This design comes from an exercise in tuning for small area, a short achievable clock period and few clock cycles per item on the open sky130 flow, not from production work. RTL that was checked went through simulation tests only; none was proved equivalent to the original. Power and IR drop assume default switching activity.

==> run a <==
## tdm_slot_timer_unit
module tdm_slot_timer_unit (
   input  logic        clock,
   input  logic        reset,
   input  logic        req_valid,
   output logic        req_ready,
   input  logic [47:0] req_now_time,
   output logic        rsp_valid,
   input  logic        rsp_ready,
   output logic [1:0]  rsp_current_slot,
   output logic        rsp_is_own,
   output logic [48:0] rsp_next_own_start,
   output logic [32:0] rsp_wait_time,
   output logic        rsp_error,
   input  logic        csr_we,
   input  logic [2:0]  csr_index,
   input  logic [15:0] csr_wdata
);
export LEC_CHECK = 0
export CAP_MARGIN = 20
export CORE_MARGIN = 2
export CORE_UTILIZATION = 40
export SLEW_MARGIN = 20
create_clock -name core_clock -period 10.0 [get_ports {clock}]
standard.sh (not shown) runs the stock make flow with config.mk's settings and CLKGATE_MAP_FILE= SYNTH_SCRIPT=/design/flow/synth_recipe.tcl, a recipe that flattens the netlist after the stock synthesis.
==> flow/flow/run.sh <==
#!/bin/bash
# Standard layout, with the repair steps aiming at a larger setup margin.
set -euo pipefail
bash standard.sh SETUP_SLACK_MARGIN=6.5 finish > standard.log 2>&1
==> inputs of run b, as changes to run a <==
--- a/flow/design.v
+++ b/flow/design.v
@@ -34,21 +34,22 @@
          if (csr_index == 3'd4) cm1 <= (csr_wdata[2:0] == 3'd0) ? 2'd0 :
                                        csr_wdata[2] ? 2'd3 : 2'(csr_wdata[1:0] - 2'd1);
          if (csr_index == 3'd5) own <= csr_wdata[1:0];
       end
    end
    logic [15:0] cyc;       
+   logic [15:1] hz;        
    logic        cz;        
    logic [15:0] ooff;      
    logic [16:0] c1;        
    logic        err;       
    logic [17:0] c3;        
-   logic [15:1] hz;        
    logic [17:1] hz3;       
-   logic [15:0] cyc_d, ooff_d;
    logic [17:0] c3_d;
+   assign c3_d = {2'b0, cyc_d} + {1'b0, cyc_d, 1'b0};
+   logic [15:0] cyc_d, ooff_d;
    always_comb begin
       case (cm1)
          2'd0: cyc_d = end0;
          2'd1: cyc_d = end1;
          2'd2: cyc_d = end2;
          default: cyc_d = end3;
@@ -57,86 +58,98 @@
          2'd0: ooff_d = 16'd0;
          2'd1: ooff_d = end0;
          2'd2: ooff_d = end1;
          default: ooff_d = end2;
       endcase
    end
-   assign c3_d = {2'b0, cyc_d} + {1'b0, cyc_d, 1'b0};
    always_ff @(posedge clock) begin
       cyc  <= cyc_d;
+      for (int k = 1; k < 16; k++) hz[k] <= (cyc_d >> k) == 16'd0;
       cz   <= cyc_d == 16'd0;
       ooff <= ooff_d;
       c1   <= {1'b0, cyc_d} + {1'b0, ooff_d};
       err  <= own > cm1;
       c3   <= c3_d;
-   end
-   always_comb begin
-      hz[15] = ~cyc[15];
-      for (int k = 14; k >= 1; k--) hz[k] = hz[k+1] & ~cyc[k];
-      hz3[17] = ~c3[17];
-      for (int k = 16; k >= 1; k--) hz3[k] = hz3[k+1] & ~c3[k];
+      for (int k = 1; k < 18; k++) hz3[k] <= (c3_d >> k) == 18'd0;
    end
    logic        v0;
+   logic [4:0]  t0;
    logic [47:0] n0;
    logic        v1;
+   logic [4:0]  t1;
    logic [47:0] n1;
    logic [3:0] r1;
    logic        v2;
+   logic [4:0]  t2;
    logic [47:0] n2;
    logic [5:0] r2;
    logic        v3;
+   logic [4:0]  t3;
    logic [47:0] n3;
    logic [7:0] r3;
    logic        v4;
+   logic [4:0]  t4;
    logic [47:0] n4;
    logic [9:0] r4;
    logic        v5;
+   logic [4:0]  t5;
    logic [47:0] n5;
    logic [11:0] r5;
    logic        v6;
+   logic [4:0]  t6;
    logic [47:0] n6;
    logic [13:0] r6;
    logic        v7;
+   logic [4:0]  t7;
    logic [47:0] n7;
    logic [15:0] r7;
    logic        v8;
+   logic [4:0]  t8;
    logic [47:0] n8;
    logic [15:0] r8;
    logic        v9;
+   logic [4:0]  t9;
    logic [47:0] n9;
    logic [15:0] r9;
    logic        v10;
+   logic [4:0]  t10;
    logic [47:0] n10;
    logic [15:0] r10;
    logic        v11;
+   logic [4:0]  t11;
    logic [47:0] n11;
    logic [15:0] r11;
    logic        v12;
+   logic [4:0]  t12;
    logic [47:0] n12;
    logic [15:0] r12;
    logic        v13;
+   logic [4:0]  t13;
    logic [47:0] n13;
    logic [15:0] r13;
    logic        v14;
+   logic [4:0]  t14;
    logic [47:0] n14;
    logic [15:0] r14;
    logic        v15;
+   logic [4:0]  t15;
    logic [47:0] n15;
    logic [15:0] r15;
    logic        v16;
+   logic [4:0]  t16;
    logic [47:0] n16;
-   logic         hwait;     
-   logic [4:0]   hcnt;      
+   logic         head;      
+   logic [4:0]   etag;      
+   logic [4:0]   ntag;      
    logic         rdy;
    logic         out_v, skid_v;
-   logic         head, leave, again, take, out_free;
-   assign head     = hwait ? (hcnt == 5'd0) : v16;
-   assign out_free = ~out_v | rsp_ready;
-   assign leave    = head & ~skid_v;
+   logic         leave, again, take, out_free;
+   assign leave    = v16 & head & ~skid_v;
    assign again    = v16 & ~leave;
    assign take     = req_valid & rdy;
+   assign out_free = ~out_v | rsp_ready;
    assign req_ready = rdy;
    wire [17:0] m1 = {2'b0, cyc};
    wire [17:0] m2 = {1'b0, cyc, 1'b0};
    wire [17:0] m3 = c3;
    logic [1:0] tr0;
    assign tr0 = {n0[47], n0[46]};
@@ -389,26 +402,13 @@
    logic [68:0] res;
    assign pstart = err ? 33'd0 : cz ? {17'd0, ooff} :
                    {1'b0, n16[47:16]} + {{15{sd[17]}}, sd} + {32'd0, ~sf};
    assign pnf    = 16'd0 - n16[15:0];
    assign pwait  = (sz | sd[17]) ? 33'd0 : {sd[16:0], pnf};
    assign res    = {sc, so, pstart, pwait};
-   logic         hwait_n;
-   logic [4:0]   hcnt_n;
-   logic         skid_n;
-   always_comb begin
-      hwait_n = hwait;
-      hcnt_n  = hcnt - 5'd1;
-      if (head) begin
-         hwait_n = ~leave;
-         hcnt_n  = 5'd16;
-      end
-      skid_n = skid_v ? ~out_free : (leave & ~out_free);
-   end
-   logic [68:0] out_q;
-   logic [68:0] skid_q;
+   logic [68:0] out_q, skid_q;
    always_ff @(posedge clock) begin
       if (reset) begin
          v0 <= 1'b0;
          v1 <= 1'b0;
          v2 <= 1'b0;
          v3 <= 1'b0;
@@ -422,16 +422,17 @@
          v11 <= 1'b0;
          v12 <= 1'b0;
          v13 <= 1'b0;
          v14 <= 1'b0;
          v15 <= 1'b0;
          v16 <= 1'b0;
-         hwait  <= 1'b0;
-         hcnt   <= '0;
-         out_v  <= 1'b0;
+         etag   <= '0;
+         ntag   <= '0;
+         head   <= 1'b0;
          rdy    <= 1'b1;
+         out_v  <= 1'b0;
          skid_v <= 1'b0;
       end else begin
          v0 <= again | take;
          v1 <= v0;
          v2 <= v1;
          v3 <= v2;
@@ -445,51 +446,73 @@
          v11 <= v10;
          v12 <= v11;
          v13 <= v12;
          v14 <= v13;
          v15 <= v14;
          v16 <= v15;
-         hwait <= hwait_n;
-         hcnt  <= hcnt_n;
-         rdy    <= ~hwait_n & ~(v15 & skid_n);
-         skid_v <= skid_n;
+         etag <= etag + 5'(leave);
+         ntag <= ntag + 5'(take);
+         head <= t15 == (etag + 5'(leave));
+         rdy  <= ~v15 | ((t15 == (etag + 5'(leave))) & ~(skid_v ? ~out_free : (leave & ~out_free)));
+         if (skid_v) begin
+            if (out_free) skid_v <= 1'b0;
+         end else if (leave & ~out_free) begin
+            skid_v <= 1'b1;
+         end
          if (out_free) out_v <= skid_v | leave;
       end
    end
    always_ff @(posedge clock) begin
+      t0 <= again ? t16 : ntag;
       n0 <= again ? n16 : req_now_time;
+      t1 <= t0;
       n1 <= n0;
       r1 <= rn1;
+      t2 <= t1;
       n2 <= n1;
       r2 <= rn2;
+      t3 <= t2;
       n3 <= n2;
       r3 <= rn3;
+      t4 <= t3;
       n4 <= n3;
       r4 <= rn4;
+      t5 <= t4;
       n5 <= n4;
       r5 <= rn5;
+      t6 <= t5;
       n6 <= n5;
       r6 <= rn6;
+      t7 <= t6;
       n7 <= n6;
       r7 <= rn7;
+      t8 <= t7;
       n8 <= n7;
       r8 <= rn8;
+      t9 <= t8;
       n9 <= n8;
       r9 <= rn9;
+      t10 <= t9;
       n10 <= n9;
       r10 <= rn10;
+      t11 <= t10;
       n11 <= n10;
       r11 <= rn11;
+      t12 <= t11;
       n12 <= n11;
       r12 <= rn12;
+      t13 <= t12;
       n13 <= n12;
       r13 <= rn13;
+      t14 <= t13;
       n14 <= n13;
       r14 <= rn14;
+      t15 <= t14;
       n15 <= n14;
       r15 <= rn15;
+      t16 <= t15;
       n16 <= n15;
       sc <= pcur;
       so <= pown;
       sz <= ~phi | err;
       sf <= pfz;
       sd <= pd;
==> flow/run.sh (new file) <==
#!/bin/bash
# synth_recipe.tcl (not shown) runs the flow's synth.tcl, then flattens the netlist and writes it again
# the make line also repeats each setting of config.mk as NAME=value (left out here)
make -C /OpenROAD-flow-scripts/flow DESIGN_CONFIG=/design/flow/config.mk WORK_HOME=/design/flow/orfs CLKGATE_MAP_FILE= SYNTH_SCRIPT=/design/flow/synth_recipe.tcl finish
--- a/flow/config.mk
+++ b/flow/config.mk
@@ -5,7 +5,8 @@
 export SDC_FILE = /design/flow/constraint.sdc
 export NUM_CORES = 4
 export LEC_CHECK = 0
 export CAP_MARGIN = 20
 export CORE_MARGIN = 2
 export CORE_UTILIZATION = 40
+export SETUP_SLACK_MARGIN = 5
 export SLEW_MARGIN = 20
removed: flow/flow/run.sh
removed: flow/standard.sh
==> run summary <==
| quantity | run a | run b |
|---|---|---|
| Run status | timing/DRC/antenna clean | timing/DRC/antenna clean |
| Max transition margin | 22.8% | 17.7% |
| Fraction of area in multi-input gates | 49.1% | 48.8% |
| Non-clock buffer contribution to total cell area | 6.52% | 2.47% |
| Adder-Cell Fraction of Synth Area | 15.5% | 14.8% |
| Gate Count Post-Synth | 6,928 | 7,137 |
| Timing-limited maximum frequency | 268 MHz | 217 MHz |
| Layout cell share with drive strength beyond 1 | 18.6% | 7.70% |
| Post-layout min period | 3730 ps | 4620 ps |
| Layout clock area frac | 5.91% | 6.24% |
| Die Wd | 414 um | 426 um |
| RSZ-0062 raised after global routing | true | false |
| Worst Hold End | n5[31] | n9[21] |
| Crit. path cell count | 16 | 12 |
| Number of tap instances | 2,204 | 2,340 |
| Combinational Power | 16.9 mW | 14.7 mW |
| Xor and xnor area share after synthesis | 5.96% | 5.65% |
| Worst setup path startpoint | cyc[14] | cm1[1] |
| Worst Skew | 63.7 ps | 44.4 ps |
Testbench counts of run a, summed over its fixed seeds: cycles 8,144, items 8,000.
No functional check of the RTL was part of run b.

---

==> job 4371 <==
Another version of the RTL of tdm_slot_timer_unit (not shown whole).
export LEC_CHECK = 0
export CAP_MARGIN = 20
export CORE_MARGIN = 2
export CORE_UTILIZATION = 40
export SLEW_MARGIN = 20
create_clock -name core_clock -period 10.0 [get_ports {clock}]
==> flow/flow/run.sh <==
#!/bin/bash
# Standard layout, with these changes to how it is made:
#  - ports are buffered with buf_4 cells;
#  - the repair steps aim at a larger setup margin but work on the worst
#    endpoints only;
#  - clock tree sinks are clustered in larger groups.
set -euo pipefail
bash standard.sh SETUP_SLACK_MARGIN=6.8 TNS_END_PERCENT=10 \
  CTS_CLUSTER_SIZE=25 CTS_CLUSTER_DIAMETER=100 \
  BUFFER_PORTS_ARGS="-buffer_cell sky130_fd_sc_hd__buf_4" finish > standard.log 2>&1
==> job 4307 (differences from job 4371) <==
--- a/flow/design.v
+++ b/flow/design.v
@@ -89,16 +89,20 @@
       err  <= own > cm1;
       c3   <= c3_d;
       cycn <= ~cyc_d;
       c3n  <= ~c3_d;
    end
    always_comb begin
-      for (int k = 1; k < 16; k++) hz[k] = (cyc >> k) == 16'd0;
-      for (int k = 1; k < 18; k++) hz3[k] = (c3 >> k) == 18'd0;
-      for (int k = 1; k < 16; k++) hzn[k] = &(cycn | ~(16'hffff << k));
-      for (int k = 1; k < 18; k++) hz3n[k] = &(c3n | ~(18'h3ffff << k));
+      hz[15] = ~cyc[15];
+      for (int k = 14; k >= 1; k--) hz[k] = hz[k+1] & ~cyc[k];
+      hz3[17] = ~c3[17];
+      for (int k = 16; k >= 1; k--) hz3[k] = hz3[k+1] & ~c3[k];
+      hzn[15] = cycn[15];
+      for (int k = 14; k >= 1; k--) hzn[k] = hzn[k+1] & cycn[k];
+      hz3n[17] = c3n[17];
+      for (int k = 16; k >= 1; k--) hz3n[k] = hz3n[k+1] & c3n[k];
    end
    logic        v0;
    logic [47:0] n0;
    logic [1:0] r0;
    logic        v1;
    logic [47:0] n1;
@@ -147,34 +151,32 @@
    logic [15:0] r15;
    logic        v16;
    logic [47:0] n16;
    logic         hwait;     
    logic [4:0]   hcnt;      
    logic         rdy;
-   logic         out_v;
+   logic         out_v, skid_v;
    logic         head, leave, again, take, out_free;
    assign head     = hwait ? (hcnt == 5'd0) : v16;
    assign out_free = ~out_v | rsp_ready;
-   assign leave    = head & out_free;
+   assign leave    = head & ~skid_v;
    assign again    = v16 & ~leave;
-   logic         ih_v, ih_in;
-   logic [47:0]  ih_n;
-   assign ih_in    = ih_v & ~again & ~hwait;
    assign take     = req_valid & rdy;
    assign req_ready = rdy;
    wire [17:0] m1 = {2'b0, cyc};
    wire [17:0] m2 = {1'b0, cyc, 1'b0};
    wire [17:0] m3 = c3;
    wire [17:0] nm1 = {2'b11, cycn};
-   wire [47:0] nin = again ? n16 : ih_v ? ih_n : req_now_time;
+   wire [47:0] nin = again ? n16 : req_now_time;
    wire [17:0] m1p = {2'b0, cyc_d};
    wire [17:0] m2p = {1'b0, cyc_d, 1'b0};
    wire [17:0] m3p = {16'd0, c3_d[1:0]};
    logic [15:1] hzp;
    always_comb begin
-      for (int k = 1; k < 16; k++) hzp[k] = (cyc_d >> k) == 16'd0;
+      hzp[15] = ~cyc_d[15];
+      for (int k = 14; k >= 1; k--) hzp[k] = hzp[k+1] & ~cyc_d[k];
    end
    logic [1:0] tr0;
    assign tr0 = {nin[47], nin[46]};
    logic [1:0] d0_1;
    wire [1:0] s0_1_x = tr0;
    wire [1:0] s0_1_y = ~m1p[1:0];
@@ -2968,21 +2970,24 @@
    assign pstart = err ? 33'd0 : cz ? {17'd0, ooff} : ads_s;
    assign pnf    = 16'd0 - n16[15:0];
    assign pwait  = (sz | sd[17]) ? 33'd0 : {sd[16:0], pnf};
    assign res    = {sc, so, pstart, pwait};
    logic         hwait_n;
    logic [4:0]   hcnt_n;
+   logic         skid_n;
    always_comb begin
       hwait_n = hwait;
       hcnt_n  = hcnt - 5'd1;
       if (head) begin
          hwait_n = ~leave;
          hcnt_n  = 5'd16;
       end
+      skid_n = skid_v ? ~out_free : (leave & ~out_free);
    end
    logic [68:0] out_q;
+   logic [68:0] skid_q;
    always_ff @(posedge clock) begin
       if (reset) begin
          v0 <= 1'b0;
          v1 <= 1'b0;
          v2 <= 1'b0;
          v3 <= 1'b0;
@@ -3000,15 +3005,15 @@
          v15 <= 1'b0;
          v16 <= 1'b0;
          hwait  <= 1'b0;
          hcnt   <= '0;
          out_v  <= 1'b0;
          rdy    <= 1'b1;
-         ih_v   <= 1'b0;
+         skid_v <= 1'b0;
       end else begin
-         v0 <= again | ih_in | take;
+         v0 <= again | take;
          v1 <= v0;
          v2 <= v1;
          v3 <= v2;
          v4 <= v3;
          v5 <= v4;
          v6 <= v5;
@@ -3021,15 +3026,15 @@
          v13 <= v12;
          v14 <= v13;
          v15 <= v14;
          v16 <= v15;
          hwait <= hwait_n;
          hcnt  <= hcnt_n;
-         ih_v  <= (take & again) | (ih_v & ~ih_in);
-         rdy   <= ~hwait_n & ~((take & again) | (ih_v & ~ih_in));
-         if (out_free) out_v <= leave;
+         rdy    <= ~hwait_n & ~(v15 & skid_n);
+         skid_v <= skid_n;
+         if (out_free) out_v <= skid_v | leave;
       end
    end
    always_ff @(posedge clock) begin
       n0 <= nin;
       r0 <= rn0;
       n1 <= n0;
@@ -3067,14 +3072,14 @@
       so <= pown;
       sz <= ~phi | err;
       sf <= pfz;
       sd <= pd;
    end
    always_ff @(posedge clock) begin
-      if (out_free) out_q <= res;
-      if (take & again) ih_n <= req_now_time;
+      if (~skid_v & leave & ~out_free) skid_q <= res;
+      if (out_free) out_q <= skid_v ? skid_q : res;
    end
    assign rsp_valid          = out_v;
    assign rsp_current_slot   = out_q[68:67];
    assign rsp_is_own         = out_q[66];
    assign rsp_next_own_start = {out_q[65:33], 16'd0};
    assign rsp_wait_time      = out_q[32:0];
==> flow/flow/run.sh (replaced) <==
#!/bin/bash
# Standard layout, with these changes to how it is made:
#  - ports are buffered with buf_4 cells;
#  - the repair steps aim at a larger setup margin but work on the worst
#    endpoints only;
#  - clock tree sinks are clustered in larger groups.
set -euo pipefail
bash standard.sh SETUP_SLACK_MARGIN=6.5 TNS_END_PERCENT=5 \
  CTS_CLUSTER_SIZE=25 CTS_CLUSTER_DIAMETER=100 \
  BUFFER_PORTS_ARGS="-buffer_cell sky130_fd_sc_hd__buf_4" finish > standard.log 2>&1
==> qor summary <==
|  | job 4307 | job 4371 |
|---|---|---|
| Status | complete, no violations | complete, no violations |
| Area of all placed cells without fillers | 0.07426 sq mm | 0.07457 sq mm |
| Non-clock inverters | 282 | 309 |
| Psw | 10,190 uW | 10,370 uW |
| DRT met1 WL | 84,360 um | 83,200 um |
| Timing endpoint of the critical path | r14[9] | sd[0] |
| Sum of net half-perimeters after detailed placement | 131,600 um | 129,800 um |
| Buffering overhead | 4.280% | 5.149% |
| Setup bufs post-CTS | 66 | 120 |
| Initial antenna violation count | 10 | 8 |
| Power Clock | 3220 uW | 3240 uW |
| Number of combinational gates with multiple inputs | 4,312 | 4,278 |
| Width of the die | 407.8 um | 405.5 um |
| Wire length of the first global-routing pass | 275,000 um | 276,600 um |
| Comb pwr | 13,600 uW | 14,100 uW |
| Starting utilization of the core area | 40.17% | 40.21% |
| Non-clk bufs | 373 | 418 |
| GRT met2 Usage | 33.64% | 35.06% |
| Remaining max-slew budget at the tightest pin | 10.47% | 14.87% |
| Count of placed standard cells including taps | 8,341 | 8,300 |
| CP max stage cell | sky130_fd_sc_hd__fa_2 | sky130_fd_sc_hd__dfxtp_4 |
| Met1 Resource Use GR | 29.45% | 30.18% |
| Via count | 46,570 | 46,550 |
| Final design utilization | 45.72% | 46.50% |
| Final-layout clock-cell area share | 2.923% | 2.924% |
Testbench counts of job 4371, summed over its fixed seeds: cycles 8,144, items 8,000.
Testbench counts of job 4307, summed over its fixed seeds: cycles 8,144, items 8,000.

-- afterwards: timing with drivers on the ports --
How much do the figures lean on ideal ports? The routed layouts below were timed once more, with nothing changed but the port constraints. Step 1 assumes that a clkbuf_16 drives the clock port and a buf_2 every other input. Step 2, shift: input delay + t, output delay - t, t = (earliest + latest rising clock arrival at the registers) / 2. This alone moves slack from input paths to output paths. a / b / c = no drivers / after step 1 / after step 2; a / b = the first two.
run	t, ns	setup WS [ns]	worst setup path after step 2
run a	0.838	6.272 / 6.272 / 6.002	input to register
run b	0.869	5.383 / 5.383 / 5.383	register to register
job 4371	0.772	6.418 / 6.418 / 5.735	input to register
job 4307	0.776	6.406 / 6.356 / 6.147	input to register
After both steps setup and hold are still met in every run listed. For job 4371, which loses most, drivers alone change the setup slack by 0.000 ns; drivers and shift together by -0.683 ns.
